Source: an optimization exercise on an open RTL-to-GDS flow (aim: small area, a short achievable clock period and few clock cycles). Production flows keep margins and buffers that such runs may drop. Where RTL was checked, it was by simulation tests only, not by an equivalence proof against the original. Only the layout flow was run in runs 1 and 2; the RTL was not checked for function there. Power and IR drop assume default switching activity.

===== flow/run.sh =====
#!/bin/bash
# synth_recipe.tcl (not shown) runs the flow's synth.tcl, then flattens the netlist and writes it again
# the make line also repeats each setting of config.mk as NAME=value (left out here)
make -C /OpenROAD-flow-scripts/flow DESIGN_CONFIG=/design/flow/config.mk WORK_HOME=/design/flow/orfs CLKGATE_MAP_FILE= SYNTH_SCRIPT=/design/flow/synth_recipe.tcl finish

===== flow/config.mk =====
export PLATFORM = sky130hd
export DESIGN_NAME = bmp_pixel_stream_blitter_core
export DESIGN_NICKNAME = bmp_pixel_stream_blitter_core
export VERILOG_FILES = /design/flow/design.v
export SDC_FILE = /design/flow/constraint.sdc
export NUM_CORES = 4
export LEC_CHECK = 0
export CAP_MARGIN = 20
export CORE_MARGIN = 2
export CORE_UTILIZATION = 40
export SLEW_MARGIN = 20

===== flow/constraint.sdc =====
create_clock -name core_clock -period 8.0 [get_ports {clk}]
set_input_delay 1.6000 -clock core_clock [delete_from_list [all_inputs] [get_ports {clk}]]
set_output_delay 1.6000 -clock core_clock [all_outputs]
set_load 0.01 [all_outputs]

===== flow/design.v =====
`timescale 1ns / 1ps
`default_nettype none
module bpsb_add #(
  parameter int W = 26
) (
  input  logic [W-1:0] a,
  input  logic [W-1:0] b,
  input  logic         ci,
  output logic [W-1:0] s
);
  localparam int L = $clog2(W);
  logic [W-1:0] p0;
  logic [W-1:0] g [0:L];
  logic [W-1:0] p [0:L];
  logic [W:0]   c;
  assign p0 = a ^ b;
  assign g[0] = a & b;
  assign p[0] = p0;
  for (genvar l = 0; l < L; l++) begin : g_lvl
    for (genvar i = 0; i < W; i++) begin : g_bit
      if (((i >> l) & 1) == 1) begin : g_merge
        localparam int J = ((i >> l) << l) - 1;
        assign g[l+1][i] = g[l][i] | (p[l][i] & g[l][J]);
        assign p[l+1][i] = p[l][i] & p[l][J];
      end else begin : g_pass
        assign g[l+1][i] = g[l][i];
        assign p[l+1][i] = p[l][i];
      end
    end
  end
  assign c[0] = ci;
  for (genvar i = 0; i < W; i++) begin : g_carry
    assign c[i+1] = g[L][i] | (p[L][i] & ci);
  end
  assign s = p0 ^ c[W-1:0];
endmodule
`default_nettype wire
`timescale 1ns / 1ps
`default_nettype none
module bmp_pixel_stream_blitter_core (
  input  logic        clk,
  input  logic        rst,
  input  logic        pixels_valid,
  output logic        pixels_ready,
  input  logic [7:0]  pixels_pixel_byte,
  input  logic        pixels_image_start,
  output logic        writes_valid,
  input  logic        writes_ready,
  output logic [25:0] writes_write_address,
  output logic [31:0] writes_write_data,
  output logic        writes_final_write,
  input  logic        cfg_write,
  input  logic [2:0]  cfg_index,
  input  logic [19:0] cfg_data
);
  logic        c_depth;
  logic [12:0] c_w;
  logic        c_neg;
  logic [12:0] c_h;
  logic [11:0] c_xo;
  logic [11:0] c_yo;
  logic [12:0] c_pitch;
  logic [19:0] c_sh;
  logic [13:0] hmag;
  assign hmag = cfg_data[13] ? (14'd0 - cfg_data[13:0]) : cfg_data[13:0];
  always_ff @(posedge clk) begin
    if (rst) begin
      c_depth <= 1'b0;
      c_w <= '0;
      c_neg <= 1'b0;
      c_h <= '0;
      c_xo <= '0;
      c_yo <= '0;
      c_pitch <= 13'd1;
      c_sh <= '0;
    end else if (cfg_write) begin
      case (cfg_index)
        3'd0: c_depth <= cfg_data[0];
        3'd1: c_w <= (cfg_data[12:0] > 13'd4096) ? 13'd4096 : cfg_data[12:0];
        3'd2: begin
          c_neg <= cfg_data[13];
          c_h <= (hmag > 14'd4096) ? 13'd4096 : hmag[12:0];
        end
        3'd3: c_xo <= cfg_data[11:0];
        3'd4: c_yo <= cfg_data[11:0];
        3'd5: c_pitch <= cfg_data[12:0];
        3'd6: c_sh <= cfg_data[19:0];
        default: ;
      endcase
    end
  end
  logic trig;
  assign trig = cfg_write && (cfg_index >= 3'd2) && (cfg_index <= 3'd5);
  logic [1:0]  pos;        
  logic [7:0]  raw0, raw1, raw2;
  logic [1:0]  k;          
  logic [11:0] col;
  logic [12:0] row;
  logic [1:0]  pad;
  logic        idle;
  logic        wv;
  logic        wfin;
  logic [31:0] wdata;
  logic [25:0] waddr;
  logic        addr_ok;    
  logic [25:0] rb;         
  logic [25:0] rb0;        
  logic        busy;
  logic        phb;        
  logic [3:0]  step;
  assign writes_valid = wv;
  assign writes_final_write = wfin;
  assign writes_write_data = wdata;
  assign writes_write_address = waddr;
  logic [1:0] last;
  logic [1:0] lim;
  logic       st_complete;
  logic       can_complete;
  logic       accept;
  logic       start;
  logic       out_free;
  assign last = c_depth ? 2'd3 : 2'd2;
  assign lim = (pos > last) ? last : pos;
  assign st_complete = !idle && (pad == 2'd0) && (pos >= last);
  assign can_complete = !wv && addr_ok && !busy && (k == lim);
  assign pixels_ready = !st_complete || can_complete;
  assign accept = pixels_valid && pixels_ready;
  assign start = accept && pixels_image_start;
  assign out_free = !wv || writes_ready;
  logic [1:0]  pos0;
  logic [1:0]  k0;
  logic [11:0] col0;
  logic [12:0] row0;
  logic [1:0]  pad0;
  logic        idle0;
  always_comb begin
    if (pixels_image_start) begin
      pos0 = '0;
      col0 = '0;
      row0 = '0;
      pad0 = '0;
      idle0 = (c_w == '0) || (c_h == '0);
    end else begin
      pos0 = pos;
      col0 = col;
      row0 = row;
      pad0 = pad;
      idle0 = idle;
    end
  end
  logic        is_data;      
  logic        is_comp;      
  logic [12:0] col_inc;
  logic [13:0] row_inc;
  logic        row_end;
  logic        img_end;
  assign is_data = accept && !idle0 && (pad0 == 2'd0) && (pos0 < last);
  assign is_comp = accept && !idle0 && (pad0 == 2'd0) && (pos0 >= last);
  assign col_inc = {1'b0, col} + 13'd1;
  assign row_inc = {1'b0, row} + 14'd1;
  assign row_end = col_inc >= c_w;
  assign img_end = row_inc >= {1'b0, c_h};
  always_ff @(posedge clk) begin
    if (rst) begin
      pos <= '0;
      idle <= 1'b1;
      pad <= '0;
    end else if (accept) begin
      pos <= pos0;
      col <= col0;
      row <= row0;
      pad <= pad0;
      idle <= idle0;
      if (!idle0) begin
        if (pad0 != 2'd0) begin
          pad <= pad0 - 2'd1;
        end else if (pos0 < last) begin
          pos <= pos0 + 2'd1;
        end else begin
          pos <= 2'd0;
          if (row_end) begin
            col <= '0;
            row <= row_inc[12:0];
            if (img_end) idle <= 1'b1;
            else pad <= c_depth ? 2'd0 : c_w[1:0];
          end else begin
            col <= col_inc[11:0];
          end
        end
      end
    end
  end
  always_ff @(posedge clk) begin
    if (is_data) begin
      case (pos0)
        2'd0: raw0 <= pixels_pixel_byte;
        2'd1: raw1 <= pixels_pixel_byte;
        default: raw2 <= pixels_pixel_byte;
      endcase
    end
  end
  logic       sel_in;
  logic [1:0] ch;
  logic [7:0] sh_in;
  logic [4:0] sh_amt;
  logic [31:0] placed;
  logic       place_new;
  logic       place_old;
  assign k0 = start ? 2'd0 : k;
  assign sel_in = start || (k == pos) || (k == lim);
  assign ch = (st_complete && (k == lim)) ? (c_depth ? 2'd3 : 2'd2) : k;
  always_comb begin
    case (k)
      2'd0: sh_in = raw0;
      2'd1: sh_in = raw1;
      default: sh_in = raw2;
    endcase
    if (sel_in) sh_in = pixels_pixel_byte;
    case (ch)
      2'd0: sh_amt = c_sh[4:0];
      2'd1: sh_amt = c_sh[9:5];
      2'd2: sh_amt = c_sh[14:10];
      default: sh_amt = c_sh[19:15];
    endcase
  end
  assign placed = {24'd0, sh_in} << sh_amt;
  assign place_new = out_free && is_data && (k0 == pos0) && (k == 2'd0 || !pixels_image_start);
  assign place_old = out_free && !place_new && !is_comp && !start && (k < lim);
  always_ff @(posedge clk) begin
    if (is_comp || place_new || place_old) begin
      wdata <= (k == 2'd0 ? 32'd0 : wdata) | placed;
    end
  end
  always_ff @(posedge clk) begin
    if (rst || cfg_write || is_comp) begin
      k <= '0;
    end else if (place_new || place_old) begin
      k <= k + 2'd1;
    end else if (start) begin
      k <= '0;
    end
  end
  always_ff @(posedge clk) begin
    if (rst) begin
      wv <= 1'b0;
    end else if (is_comp) begin
      wv <= 1'b1;
    end else if (writes_ready) begin
      wv <= 1'b0;
    end
  end
  always_ff @(posedge clk) begin
    if (is_comp) wfin <= row_end && img_end;
  end
  logic [14:0] y;
  logic [14:0] y_r;
  logic [12:0] yr;
  logic [25:0] add_a;
  logic [25:0] add_b;
  logic        add_c;
  logic [25:0] sum;
  logic        pbit;
  logic        upd;
  assign yr = phb ? row : 13'd0;
  assign y = c_neg ? ({3'd0, c_yo} + {2'd0, yr})
                   : ({3'd0, c_yo} + {2'd0, c_h} - 15'd1 - {2'd0, yr});
  assign pbit = c_pitch[step - 4'd1];
  always_ff @(posedge clk) y_r <= y;
  always_comb begin
    add_c = 1'b0;
    if (busy) begin
      if (step != 4'd0) begin
        add_a = {rb[24:0], 1'b0};
        add_b = pbit ? {{11{y_r[14]}}, y_r} : 26'd0;
      end else begin
        add_a = rb;
        add_b = {14'd0, c_xo};
      end
    end else if (!addr_ok) begin
      add_a = rb;
      add_b = {14'd0, col};
    end else begin
      add_a = rb;
      add_b = c_neg ? {13'd0, c_pitch} : {13'h1fff, ~c_pitch};
      add_c = !c_neg;
    end
  end
  bpsb_add #(.W(26)) u_add (.a(add_a), .b(add_b), .ci(add_c), .s(sum));
  assign upd = !busy && !addr_ok && out_free;
  always_ff @(posedge clk) begin
    if (rst) begin
      busy <= 1'b0;
    end else if (trig) begin
      busy <= 1'b1;
      phb <= 1'b0;
      step <= 4'd14;
      rb <= '0;
    end else if (busy) begin
      if (step == 4'd14) begin
        rb <= '0;
        step <= 4'd13;
      end else if (step != 4'd0) begin
        rb <= sum;
        step <= step - 4'd1;
      end else if (!phb) begin
        rb0 <= sum;
        if (!start && !idle && row != 13'd0) begin
          phb <= 1'b1;
          step <= 4'd14;
          rb <= '0;
        end else begin
          busy <= 1'b0;
          rb <= sum;
        end
      end else begin
        busy <= 1'b0;
        rb <= sum;
      end
      if (phb && start) begin
        busy <= 1'b0;
        rb <= rb0;
      end
    end else if (start) begin
      rb <= rb0;
    end else if (is_comp && row_end) begin
      rb <= sum;
    end
  end
  always_ff @(posedge clk) begin
    if (rst || trig || start || is_comp || busy) begin
      addr_ok <= 1'b0;
    end else if (upd) begin
      addr_ok <= 1'b1;
    end
  end
  always_ff @(posedge clk) begin
    if (upd) waddr <= sum;
  end
endmodule
`default_nettype wire

==> qor.txt, run 1 <==
core area: 41,020 sq um
fin. max-slew vios: 0
vias in the first global route: 12,699
detailed placement HPWL: 33.40 mm
CTS Buffer Depth: 3
leading area contributor after synthesis: edfxtp_1
Yosys reg bits: 275
critical path class: flip-flop to flip-flop
crit path capture type: flip-flop
die area: 43,410 sq um
1st-pass router iterations: 5
slowest cell on the critical path: edfxtp_1
setup violators final: 0
clock-pin slew on the worst setup and hold paths: 0.06 ns
fraction of layout cells with a size suffix above 1: 7.139%
antenna-violating nets left: 0
Port Buffer Count: 97
Worst Path Required: 8.32 ns
n_diodes: 0
Overflow after GRT: 0
Clock Skews: 0.01822 ns
Post-Syn Area: 16,700 sq um
outcome: complete, no violations
Unique masters post-synth: 91
slowest stage delay, CP: 0.59 ns
Yosys top cell area share: 29.66%
Synth Flop Type: edfxtp_1
Num CTS Buffers: 31
pwr/cell area: 211.3 nW/um^2
Worst VDD drop: 0.1513 mV
DIE WIDTH: 208.4 um
crit path cell chain: inv_1 > ha_1 > mux4_2 > a311oi_1 > a31o_2 > o21ai_0 > nand2_1 > o21ai_0 > ha_1 > and4bb_1 > o31a_2 > a211oi_2 > nor3_1 > o31a_1 > o21a_1 > or3_1 > a32o_1
Worst slew margin: 39.65%
clk root buf: clkbuf_16
Final period util: 65.17%
drt initial violations: 1,076
DR vias/cell: 5.580
initial antenna violation count: 2
htree depth: 1
row count: 74
Post-synth EDFFs: 165
P&R area growth vs syn: 14.32%
Yosys warning count: 4
slew at the pin with the worst max-slew slack: 0.9053 ns
fraction of registers with async set/reset: 0%
fin nets: 1,972
IO Pins: 98
RSZ-0062 raised after global routing: false
Starting Density: 40.73%
Worst EP arrival: 5.53 ns
first-pass GRT wire length: 71.86 mm
clk sinks: 275
postcts setup bufs: 0
post-cts sizing count: 0
Final Routed Wirelength: 45.87 mm
TritonCTS clock tree: done
PnR Total Power: 4036 uW
quantity of hold-fixing buffers added after cts: 0
final setup margin: 2.786 ns
Fin. Hold Viols: 0
Top Family by Delay on Critical Path: compound AO/OA/AOI/OAI gates
fmax: 0.1918 GHz
Max Cap Viol: 0
sequential-to-total area share from yosys stat: 42.84%
setup total negative slack: 0 ns
Leakage: 0.007173 uW
most common cell after layout, fill and taps aside: nand2_1
GPL Wtd Cong: 0.9010
Die Span Y: 208.4 um
drt wl/cell: 19.27 um
Syn Nets: 1,915
DRC viols: 0
synthesized instance count: 1,772
crit start category: flip-flop
Total GRT Usage: 20.77%
dpl ws: 2.665 ns
HP Class: flip-flop to flip-flop
DR vias: 13,287
syn_area_per_cell: 9.427 sq um
Buf/Inv on CP: 1
post-layout min period: 5.214 ns
top post-synthesis cells by area: edfxtp_1, dfxtp_1, ha_1
Filler cells: 3,882
largest net degree at the start of global routing: 46
Skew-Pair Late Insertion Delay: 0.58 ns
most frequent cells in the layout: nand2_1, edfxtp_1, a21oi_1
CP max FO: 13
-- final timing paths --
kind | startpoint | to | slack (ns) | cells past startpoint
setup / recovery | step[0] | rb[15] | 2.79 | 17
hold / removal | c_sh[7] | c_sh[7] | 0.46 | 2
setup reg to reg | step[0] | rb[15] | 2.79 | 17
hold reg to reg | c_sh[7] | c_sh[7] | 0.46 | 2
-- flip-flops by register name, indices dropped and copies added, names as in the netlist, 13 cells and up --
name	count
c_sh	20
rb0	26
wdata	32
c_pitch	13
y_r	15
waddr	26
row	13
rb	26
c_h	13
c_w	13
-- kinds of logic (layout without fill, tap and decap cells) --
group	after synthesis	after routing	share of synthesized area (%)
compound gates	385	385	15.38
xor+xnor	89	89	4.666
fa+ha+maj	106	106	8.659
buf+inv	201	278	4.786
flops	275	275	42.84
mux	91	91	6.134
simple gates	625	625	17.53
-- cells in the mapped netlist, drive strengths merged (13+ instances only) --
cell    instances
a21o           23
a21oi         122
a22o           17
a22oi          16
and2           28
and3           15
buf            18
clkbuf         70
dfxtp         110
edfxtp        165
fa             16
ha             90
inv           112
mux2           39
mux2i          49
nand2         298
nand2b         20
nand3          41
nor2           91
nor2b          17
nor3           33
nor4           19
o21ai          83
or3            13
xnor2          59
xor2           30
-- worst reg2reg max path, stage by stage, from the launching register on --
cell      delay [ns]
edfxtp_1        0.59
inv_1           0.14
ha_1            0.42
mux4_2          0.34
a311oi_1        0.32
a31o_2          0.31
o21ai_0         0.13
nand2_1         0.08
o21ai_0         0.21
ha_1            0.35
and4bb_1        0.20
o31a_2          0.32
a211oi_2        0.34
nor3_1          0.13
o31a_1          0.29
o21a_1          0.21
or3_1           0.33
a32o_1          0.25
-- power by group --
| part | leakage, uW | total (uW) | switching, uW | internal, uW |
|---|---|---|---|---|
| clock | 0.000497 | 1410 | 588 | 824 |
| combinational | 0.00423 | 882 | 500 | 382 |
| sequential | 0.00244 | 1740 | 60.0 | 1680 |
-- stage by stage --
step | hold WS [ns] | area (sq um) | cells | util [%]
6_report | 0.4561 | 19100 | 2381 | 46.56
5_1_grt | 0.4747 | 19100 | 2381 | 46.56
4_1_cts | 0.4592 | 19100 | 2381 | 46.56
3_5_place_dp | 0.4486 | 18090 | 2328 | 44.12
3_3_place_gp | 0.4432 | 18090 | 2328 | 44.12
2_1_floorplan | 0.4329 | 16700 | 1772 | -
-- per-layer routing --
layer  part of all wire, %  GRT usage, %  wire, um
met1                    48         30.72     22100
met2                    44         31.65     19970
met3                   6.1         3.034      2791
met4                   2.2         5.483       988
met5                 0.057             0        26
-- layout make-up --
cell class                 count  area [sq um]  area share (%)
clock inverter                13         90.09          0.4717
timing repair buffer         113          1086           5.687
clock buffer                  40         912.1           4.776
inverter                     112         420.4           2.201
multi-input combinational   1296          8766           45.90
sequential                   275          7157           37.48
tap                          532         665.6           3.486
==> run 2, diff against run 1 <==
--- a/flow/config.mk
+++ b/flow/config.mk
@@ -8,4 +8,5 @@
 export CAP_MARGIN = 20
 export CORE_MARGIN = 2
 export CORE_UTILIZATION = 40
+export SETUP_SLACK_MARGIN = 4.5
 export SLEW_MARGIN = 20
==> run 2 against run 1 <==
Compared with the run above: register-to-register slack improved by 0.75 ns; critical endpoint is now rb[22]; die area unchanged; fmax increased by 17%; synthesized cell count unchanged; via count increased by 7.6%; sequential power about the same; highest routed layer is now met4; largest power group unchanged; count of clock-buffer cells in the layout increased by 5.
==> qor.txt, run 2 <==
clock-pin slew on the worst setup and hold paths: 0.06 ns (about the same)
Final period util: 55.85% (-9.3 points)
DIE WIDTH: 208.4 um (unchanged)
largest net degree at the start of global routing: 53 (+15%)
mux cell area share after synthesis: 6.134% (unchanged)
core area: 41,020 sq um (unchanged)
fin. max-slew vios: 0 (unchanged)
critical path class: flip-flop to flip-flop
initial antenna violation count: 1 (-1)
Num CTS Buffers: 34 (+9.7%)
Max Cap Viol: 0 (unchanged)
Worst slew margin: 31.10% (-8.5 points)
Leakage: 0.008457 uW (+18%)
fraction of layout cells with a size suffix above 1: 24.48% (+17 points)
TritonCTS clock tree: done
Clock Skews: 0.01996 ns (+0.001746 ns)
fraction of registers with async set/reset: 0% (unchanged)
Die Span Y: 208.4 um (unchanged)
Synth Flop Type: edfxtp_1
clk sinks: 275 (unchanged)
clk root buf: clkbuf_16
Unique masters post-synth: 91 (unchanged)
Starting Density: 40.73% (unchanged)
Worst EP arrival: 4.76 ns (-0.77 ns)
Synth Area in Compound Gates: 15.38% (unchanged)
first-pass GRT wire length: 76.63 mm (+6.6%)
top post-synthesis cells by area: edfxtp_1, dfxtp_1, ha_1
synthesized instance count: 1,772 (unchanged)
main combinational cell family by area after synthesis: simple AND/OR/NAND/NOR gates
Final Routed Wirelength: 50.44 mm (+10%)
crit path cell chain: buf_6 > or4_4 > a311oi_4 > buf_4 > a31o_4 > o21ai_2 > nand2_1 > o21ai_2 > ha_1 > nand3_2 > a21oi_4 > a211oi_4 > buf_6 > or4b_4 > a21oi_4 > buf_6 > o41ai_4 > xnor2_2 > a22o_1
Area after DPL: 18,300 sq um (+1.1%)
P&R area growth vs syn: 32.44%
Port Buffer Count: 97 (unchanged)
detailed placement HPWL: 33.02 mm (-1.1%)
Syn Nets: 1,915 (unchanged)
post-synthesis simple-gate area fraction: 17.53% (unchanged)
Multi-input gate area: 10,360 sq um (+18%)
drt initial violations: 966 (-10%)
Yosys reg bits: 275 (unchanged)
Skew-Pair Late Insertion Delay: 0.54 ns (-0.04 ns)
slowest cell on the critical path: or4_4
GPL Wtd Cong: 0.9015 (about the same)
antenna-violating nets left: 0 (unchanged)
most frequent cells in the layout: nand2_1, edfxtp_1, buf_4
Total GRT Usage: 22.38% (+1.6 points)
quantity of hold-fixing buffers added after cts: 0 (unchanged)
outcome: complete, no violations
Biggest register: wdata
top cells by count, synth: nand2_1, edfxtp_1, a21oi_1
HP Class: flip-flop to flip-flop
Largest register FFs: 32 (unchanged)
dpl ws: 2.370 ns (-0.2951 ns)
n_diodes: 0 (unchanged)
drt wl/cell: 19.87 um (+3.2%)
Worst VDD drop: 0.1266 mV (-16%)
PnR Total Power: 4689 uW (+16%)
crit start category: flip-flop
most common cell after layout, fill and taps aside: nand2_1
syn_area_per_cell: 9.427 sq um (unchanged)
Yosys top cell area share: 29.66% (unchanged)
setup violators final: 0 (unchanged)
DRC viols: 0 (unchanged)
Post-synth EDFFs: 165 (unchanged)
pwr/cell area: 212.0 nW/um^2 (+0.29%)
RSZ-0062 raised after global routing: true
Design Area, Final: 22,120 sq um (+16%)
setup total negative slack: 0 ns (unchanged)
fraction of synthesized cell area in xor and xnor cells: 4.666% (unchanged)
sequential-to-total area share from yosys stat: 42.84% (unchanged)
slew at the pin with the worst max-slew slack: 1.032 ns (+0.1268 ns)
post-synthesis adder-cell area fraction: 8.659% (unchanged)
CP max FO: 6 (-7)
most common cell in the netlist: nand2_1
Storage cell area: 7171 sq um (+0.19%)
post-layout min period: 4.468 ns (-0.7455 ns)
final setup margin: 3.532 ns (+0.7455 ns)
Filler cells: 3,595 (-7.4%)
vias in the first global route: 13,781 (+8.5%)
row count: 74 (unchanged)
crit path capture type: flip-flop
Buf/Inv on CP: 4 (+3)
slowest stage delay, CP: 0.55 ns (-0.04 ns)
Worst Path Required: 8.29 ns (-0.03 ns)
die area: 43,410 sq um (unchanged)
1st-pass router iterations: 7 (+2)
Top Family by Delay on Critical Path: compound AO/OA/AOI/OAI gates
Post-Syn Area: 16,700 sq um (unchanged)
CTS Buffer Depth: 3 (unchanged)
fin nets: 2,125 (+7.8%)
htree depth: 2 (+1)
Overflow after GRT: 0 (unchanged)
fmax: 0.2238 GHz (+17%)
IO Pins: 98 (unchanged)
CP most frequent cell: buf_6
Fin. Hold Viols: 0 (unchanged)
Yosys warning count: 4 (unchanged)
leading area contributor after synthesis: edfxtp_1
DR vias: 14,295 (+7.6%)
DR vias/cell: 5.632 (+0.93%)
## run 2: power breakdown
group          internal (uW)  leakage [uW]  switching, uW
combinational            681       0.00544            672
clock                    971      0.000567            620
sequential              1680       0.00245           62.7
total                   3330       0.00846           1360
## run 2: worst min-delay path: cells and delay by family, from the launching register on
kind	cells	cell delay (ns)
flops	1	0.31
simple gates	1	0.05
compound gates	1	0.05
## run 2: per-layer routing
metal  GRT usage [%]  vias up  share of wire, %
met5               0        -                 0
met2           35.35      433                47
li1                -     6766                 -
met4           8.261        0               2.6
met3           4.151       89               6.2
met1           30.59     7007                45
## run 2: final cells by class
class / instances / share of cell area [%]
Tap cell: 532 / 3.009
Inverter: 112 / 1.923
Clock inverter: 15 / 0.7578
Clock buffer: 45 / 4.462
Sequential cell: 275 / 32.41
Timing Repair Buffer: 258 / 10.60
Multi-Input combinational cell: 1301 / 46.83
## run 2: logic make-up (layout without fill, tap and decap cells)
| group | after synthesis | after routing |
|---|---|---|
| adder cells (fa/ha/maj) | 106 | 106 |
| AND/OR/NAND/NOR | 625 | 626 |
| buffers and inverters | 201 | 430 |
| flip-flops | 275 | 275 |
| XOR/XNOR | 89 | 89 |
| AO/OA/AOI/OAI | 385 | 389 |
| multiplexers | 91 | 91 |
## run 2: final timing paths
check | cells past startpoint | to | startpoint | slack (ns)
max | 19 | rb[22] | step[0] | 3.53
min | 2 | c_xo[7] | c_xo[7] | 0.45
max reg2reg | 19 | rb[22] | step[0] | 3.53
min reg2reg | 2 | c_xo[7] | c_xo[7] | 0.45
## run 2: what timing repair did
| action | 4_1_cts | 5_1_grt |
|---|---|---|
| endpoints found under the setup margin | 249 | 256 |
| resized for setup | 214 | 145 |
| pin swaps | 68 | 75 |
| buffers inserted | 75 | 71 |
| cloned | 4 | 2 |
## run 2: through the flow
stage / hold WS [ns] / instances / utilization, %
after CTS: 0.4556 / 2465 / 51.02
after floorplan: 0.4329 / 1772 / -
final: 0.4546 / 2538 / 53.94
after global placement: 0.4404 / 2326 / 44.61
after global routing: 0.4697 / 2538 / 53.94
after detailed placement: 0.4470 / 2326 / 44.61
==> run 3, diff against run 2 <==
--- a/flow/design.v
+++ b/flow/design.v
@@ -1,42 +1,5 @@
 `timescale 1ns / 1ps
 `default_nettype none
-module bpsb_add #(
-  parameter int W = 26
-) (
-  input  logic [W-1:0] a,
-  input  logic [W-1:0] b,
-  input  logic         ci,
-  output logic [W-1:0] s
-);
-  localparam int L = $clog2(W);
-  logic [W-1:0] p0;
-  logic [W-1:0] g [0:L];
-  logic [W-1:0] p [0:L];
-  logic [W:0]   c;
-  assign p0 = a ^ b;
-  assign g[0] = a & b;
-  assign p[0] = p0;
-  for (genvar l = 0; l < L; l++) begin : g_lvl
-    for (genvar i = 0; i < W; i++) begin : g_bit
-      if (((i >> l) & 1) == 1) begin : g_merge
-        localparam int J = ((i >> l) << l) - 1;
-        assign g[l+1][i] = g[l][i] | (p[l][i] & g[l][J]);
-        assign p[l+1][i] = p[l][i] & p[l][J];
-      end else begin : g_pass
-        assign g[l+1][i] = g[l][i];
-        assign p[l+1][i] = p[l][i];
-      end
-    end
-  end
-  assign c[0] = ci;
-  for (genvar i = 0; i < W; i++) begin : g_carry
-    assign c[i+1] = g[L][i] | (p[L][i] & ci);
-  end
-  assign s = p0 ^ c[W-1:0];
-endmodule
-`default_nettype wire
-`timescale 1ns / 1ps
-`default_nettype none
 module bmp_pixel_stream_blitter_core (
   input  logic        clk,
   input  logic        rst,
@@ -208,9 +171,9 @@
   logic       place_old;
   assign k0 = start ? 2'd0 : k;
   assign sel_in = start || (k == pos) || (k == lim);
-  assign ch = (st_complete && (k == lim)) ? (c_depth ? 2'd3 : 2'd2) : k;
+  assign ch = (!start && st_complete && (k == lim)) ? (c_depth ? 2'd3 : 2'd2) : k0;
   always_comb begin
-    case (k)
+    case (k0)
       2'd0: sh_in = raw0;
       2'd1: sh_in = raw1;
       default: sh_in = raw2;
@@ -224,18 +187,18 @@
     endcase
   end
   assign placed = {24'd0, sh_in} << sh_amt;
-  assign place_new = out_free && is_data && (k0 == pos0) && (k == 2'd0 || !pixels_image_start);
+  assign place_new = out_free && is_data && (k0 == pos0);
   assign place_old = out_free && !place_new && !is_comp && !start && (k < lim);
   always_ff @(posedge clk) begin
     if (is_comp || place_new || place_old) begin
-      wdata <= (k == 2'd0 ? 32'd0 : wdata) | placed;
+      wdata <= (k0 == 2'd0 ? 32'd0 : wdata) | placed;
     end
   end
   always_ff @(posedge clk) begin
     if (rst || cfg_write || is_comp) begin
       k <= '0;
     end else if (place_new || place_old) begin
-      k <= k + 2'd1;
+      k <= k0 + 2'd1;
     end else if (start) begin
       k <= '0;
     end
@@ -253,7 +216,6 @@
     if (is_comp) wfin <= row_end && img_end;
   end
   logic [14:0] y;
-  logic [14:0] y_r;
   logic [12:0] yr;
   logic [25:0] add_a;
   logic [25:0] add_b;
@@ -265,13 +227,12 @@
   assign y = c_neg ? ({3'd0, c_yo} + {2'd0, yr})
                    : ({3'd0, c_yo} + {2'd0, c_h} - 15'd1 - {2'd0, yr});
   assign pbit = c_pitch[step - 4'd1];
-  always_ff @(posedge clk) y_r <= y;
   always_comb begin
     add_c = 1'b0;
     if (busy) begin
       if (step != 4'd0) begin
         add_a = {rb[24:0], 1'b0};
-        add_b = pbit ? {{11{y_r[14]}}, y_r} : 26'd0;
+        add_b = pbit ? {{11{y[14]}}, y} : 26'd0;
       end else begin
         add_a = rb;
         add_b = {14'd0, c_xo};
@@ -285,7 +246,7 @@
       add_c = !c_neg;
     end
   end
-  bpsb_add #(.W(26)) u_add (.a(add_a), .b(add_b), .ci(add_c), .s(sum));
+  assign sum = add_a + add_b + {25'd0, add_c};
   assign upd = !busy && !addr_ok && out_free;
   always_ff @(posedge clk) begin
     if (rst) begin
@@ -293,20 +254,17 @@
     end else if (trig) begin
       busy <= 1'b1;
       phb <= 1'b0;
-      step <= 4'd14;
+      step <= 4'd13;
       rb <= '0;
     end else if (busy) begin
-      if (step == 4'd14) begin
-        rb <= '0;
-        step <= 4'd13;
-      end else if (step != 4'd0) begin
+      if (step != 4'd0) begin
         rb <= sum;
         step <= step - 4'd1;
       end else if (!phb) begin
         rb0 <= sum;
         if (!start && !idle && row != 13'd0) begin
           phb <= 1'b1;
-          step <= 4'd14;
+          step <= 4'd13;
           rb <= '0;
         end else begin
           busy <= 1'b0;
--- a/flow/config.mk
+++ b/flow/config.mk
@@ -8,5 +8,4 @@
 export CAP_MARGIN = 20
 export CORE_MARGIN = 2
 export CORE_UTILIZATION = 40
-export SETUP_SLACK_MARGIN = 4.5
 export SLEW_MARGIN = 20
==> run 3 against run 2 <==
Compared with the run above: synthesized cell count is 1.2% higher; clock skew fell by 0.0055 ns; first-iteration DRC count is 18% higher; combinational power fell by 27%; count of clock-buffer cells in the layout decreased by 12; setup slack got worse by 2.3 ns; via count fell by 2.6%; sequential cell count shrank 15; worst hold slack hardly changed; wire length is 5.0% lower; largest power group unchanged.
==> qor.txt, run 3 <==
outcome: complete, no violations
total stage count of the critical path: 22 (+3)
crit path cell chain: inv_1 > nor2_1 > ha_1 > inv_1 > fa_1 > nor2b_1 > o21ai_0 > a21boi_0 > o21ai_0 > a21oi_1 > a31oi_1 > o21ai_0 > mux2i_1 > a31oi_1 > ha_1 > a2111oi_0 > a21oi_1 > a41o_1 > o41ai_1 > xnor2_1 > a21oi_1 > nor2_1
CTS Buffer Depth: 3 (unchanged)
Top Family by Delay on Critical Path: compound AO/OA/AOI/OAI gates
top post-synthesis cells by area: edfxtp_1, dfxtp_1, ha_1
crit path capture: rb[25]
Starting Density: 40.47% (-0.26 points)
post-cts sizing count: 0 (-100%)
fraction of registers with async set/reset: 0% (unchanged)
Biggest register: wdata
GPL Wtd Cong: 0.9253 (+2.6%)
DIE WIDTH: 207.0 um (-0.64%)
drt initial violations: 1,144 (+18%)
postcts setup bufs: 0 (-100%)
initial antenna violation count: 0 (-1)
critical path class: flip-flop to flip-flop
1st-pass router iterations: 5 (-2)
Synth Flop Type: edfxtp_1
Final period util: 84.81% (+29 points)
Largest register FFs: 32 (unchanged)
Leakage: 0.007084 uW (-16%)
post-synthesis simple-gate area fraction: 17.44% (-0.093 points)
clk sinks: 260 (-5.5%)
Worst VDD drop: 0.1597 mV (+26%)
Yosys warning count: 1 (-3)
Syn Nets: 1,935 (+1.0%)
Worst EP arrival: 7.11 ns (+2.35 ns)
Max Cap Viol: 0 (unchanged)
Fin. Hold Viols: 0 (unchanged)
HP Class: flip-flop to flip-flop
post-layout min period: 6.785 ns (+2.317 ns)
Total GRT Usage: 21.63% (-0.75 points)
CP max FO: 31 (+25)
sequential-to-total area share from yosys stat: 41.59% (-1.3 points)
most common cell after layout, fill and taps aside: nand2_1
Buf/Inv on CP: 2 (-2)
setup violators final: 0 (unchanged)
core area: 40,740 sq um (-0.68%)
RSZ-0062 raised after global routing: false
clock-pin slew on the worst setup and hold paths: 0.06 ns (about the same)
Synth Area in Compound Gates: 19.46% (+4.1 points)
drt wl/cell: 19.90 um (+0.12%)
Clock Skews: 0.01450 ns (-0.005462 ns)
Worst Path Required: 8.32 ns (+0.03 ns)
Reg2Reg Depth: 22 (+3)
detailed placement HPWL: 34.72 mm (+5.1%)
Final Routed Wirelength: 47.90 mm (-5.0%)
top cells by count, synth: nand2_1, a21oi_1, edfxtp_1
antenna-violating nets left: 0 (unchanged)
row count: 74 (unchanged)
largest net degree at the start of global routing: 56 (+5.7%)
dpl ws: 1.231 ns (-1.139 ns)
DRC viols: 0 (unchanged)
Worst slew margin: 27.02% (-4.1 points)
P&R area growth vs syn: 15.20%
clk root buf: clkbuf_16
fin nets: 1,992 (-6.3%)
Unique masters post-synth: 85 (-6.6%)
first-pass GRT wire length: 74.48 mm (-2.8%)
reg2reg end: rb[25]
Filler cells: 3,926 (+9.2%)
quantity of hold-fixing buffers added after cts: 0 (unchanged)
fraction of layout cells with a size suffix above 1: 6.613% (-18 points)
n_diodes: 0 (unchanged)
vias in the first global route: 13,078 (-5.1%)
setup total negative slack: 0 ns (unchanged)
Num CTS Buffers: 31 (-8.8%)
fraction of synthesized cell area in xor and xnor cells: 4.410% (-0.26 points)
IO Pins: 98 (unchanged)
crit start category: flip-flop
main combinational cell family by area after synthesis: compound AO/OA/AOI/OAI gates
Yosys reg bits: 260 (-5.5%)
reg2reg setup slack: 1.21 ns (-2.32 ns)
PnR Total Power: 4087 uW (-13%)
leading area contributor after synthesis: edfxtp_1
slowest cell on the critical path: edfxtp_1
final setup margin: 1.215 ns (-2.317 ns)
synthesized instance count: 1,793 (+1.2%)
pwr/cell area: 215.2 nW/um^2 (+1.5%)
htree depth: 1 (-1)
Die Span Y: 207.0 um (-0.64%)
fmax: 0.1474 GHz (-34%)
Skew-Pair Late Insertion Delay: 0.58 ns (+0.04 ns)
TritonCTS clock tree: done
Worst Setup SP: phb
Port Buffer Count: 97 (unchanged)
slowest stage delay, CP: 1.07 ns (+0.52 ns)
Post-Syn Area: 16,490 sq um (-1.3%)
Overflow after GRT: 0 (unchanged)
Reg2Reg Launch Point: phb
most common cell in the netlist: nand2_1
slew at the pin with the worst max-slew slack: 1.095 ns (+0.06259 ns)
DR vias/cell: 5.783 (+2.7%)
post-synthesis adder-cell area fraction: 8.743% (+0.085 points)
syn_area_per_cell: 9.195 sq um (-2.5%)
fin. max-slew vios: 0 (unchanged)
DR vias: 13,919 (-2.6%)
Yosys top cell area share: 30.05% (+0.39 points)
mux cell area share after synthesis: 3.901% (-2.2 points)
Post-synth EDFFs: 165 (unchanged)
crit path capture type: flip-flop
die area: 42,860 sq um (-1.3%)
most frequent cells in the layout: nand2_1, a21oi_1, edfxtp_1
## run 3: cell count changes after synthesis, sizes merged, moves of 17 or more
cell and delta:
a21oi +46, clkbuf +17, nor2 +27, xnor2 -18, mux2i -23, nand2 -54
## run 3: final cells by class
class	instances	area, sq um	area share (%)
clock inverter	25	266.5	1.403
inverter	103	386.6	2.036
tap	532	665.6	3.505
sequential	260	6857	36.10
multi-input combinational	1339	8932	47.03
clock buffer	33	783.3	4.124
timing repair buffer	115	1101	5.797
## run 3: metal layers
| layer | global-route usage (%) | share of wire (%) | wire length, um | up-vias |
|---|---|---|---|---|
| met5 | 0 | 0 | 0 | - |
| met4 | 5.246 | 2.4 | 1149 | 0 |
| met3 | 3.153 | 7.2 | 3445 | 68 |
| met2 | 32.53 | 43 | 20440 | 479 |
| met1 | 32.57 | 48 | 22860 | 6706 |
| li1 | - | - | - | 6666 |
## run 3: where the power goes
| part | switching (uW) | leakage (uW) | internal [uW] |
|---|---|---|---|
| Combinational | 563 | 0.00426 | 420 |
| Sequential | 54.1 | 0.00232 | 1600 |
| Clock | 582 | 0.000503 | 869 |
## run 3: kinds of logic (layout without fill, tap and decap cells)
family | after synthesis | after routing
buffers and inverters | 194 | 276
xor gates and xnor gates | 83 | 83
muxes | 57 | 57
and+or+nand+nor | 607 | 607
adders and majority gates | 105 | 105
DFF | 260 | 260
AOI/OAI and AO/OA | 487 | 487
## run 3: worst register-to-register path, stage by stage, from the launching register on
cell and delay [ns]:
edfxtp_1 1.07, inv_1 0.31, nor2_1 0.27, ha_1 0.21
inv_1 0.06, fa_1 0.38, nor2b_1 0.15, o21ai_0 0.11
a21boi_0 0.26, o21ai_0 0.15, a21oi_1 0.32, a31oi_1 0.20
o21ai_0 0.24, mux2i_1 0.22, a31oi_1 0.14, ha_1 0.37
a2111oi_0 0.57, a21oi_1 0.25, a41o_1 0.30, o41ai_1 0.49
xnor2_1 0.24, a21oi_1 0.17, nor2_1 0.06
## run 3: worst min-delay path by stage
stage / from / to / slack (ns) / depth (start not counted)
floorplan: c_sh[18] / c_sh[18] / 0.43 / 2
global placement: c_xo[2] / c_xo[2] / 0.44 / 2
detailed placement: c_xo[2] / c_xo[2] / 0.45 / 2
CTS: c_xo[2] / c_xo[2] / 0.46 / 2
global route: c_xo[2] / c_xo[2] / 0.48 / 2
finish: c_xo[2] / c_xo[2] / 0.45 / 2
## run 3: per-stage QoR
step | cell area [sq um] | util, % | hold slack, ns | std cells
floorplan | 16490 | - | 0.4312 | 1793
global placement | 17930 | 44.01 | 0.4426 | 2348
detailed placement | 17930 | 44.01 | 0.4479 | 2348
CTS | 18980 | 46.59 | 0.4559 | 2406
global route | 18990 | 46.62 | 0.4755 | 2407
finish | 18990 | 46.62 | 0.4546 | 2407
Testbench counts of run 3, summed over its fixed seeds: cycles 38,533.

==> re-timing with driven ports <==
Ports are ideal in the flow. The routed layouts listed here were re-timed in OpenROAD. Step 1, drivers: a clkbuf_16 drives clk and a buf_2 each remaining input, both assumed. Step 2 adds t to the input delays and takes it off the output delays; t is the mean of the earliest and latest rising clock arrival at the registers after step 1. Input paths then give back, and output paths get back, about the clock's delay inside the block. Slacks: ideal / step 1 / step 2; pairs: ideal / step 1.
run | shift t [ns] | slack for setup (ns) | slew at the worst register clock pin (ns) | worst slew at a driven data input, ns | cell pins on the clock port's net
run 1 | 0.623 | 2.786 / 2.786 / 2.547 | 0.06 / 0.06 | 0.06 | 1
run 2 | 0.587 | 3.532 / 3.532 / 3.498 | 0.06 / 0.06 | 0.06 | 1
run 3 | 0.623 | 1.215 / 1.215 / 1.215 | 0.06 / 0.06 | 0.05 | 1
After both steps setup and hold are still met in every run listed. The setup slack of run 1, which loses most, moves by 0.000 ns with the drivers and by -0.239 ns with both steps.
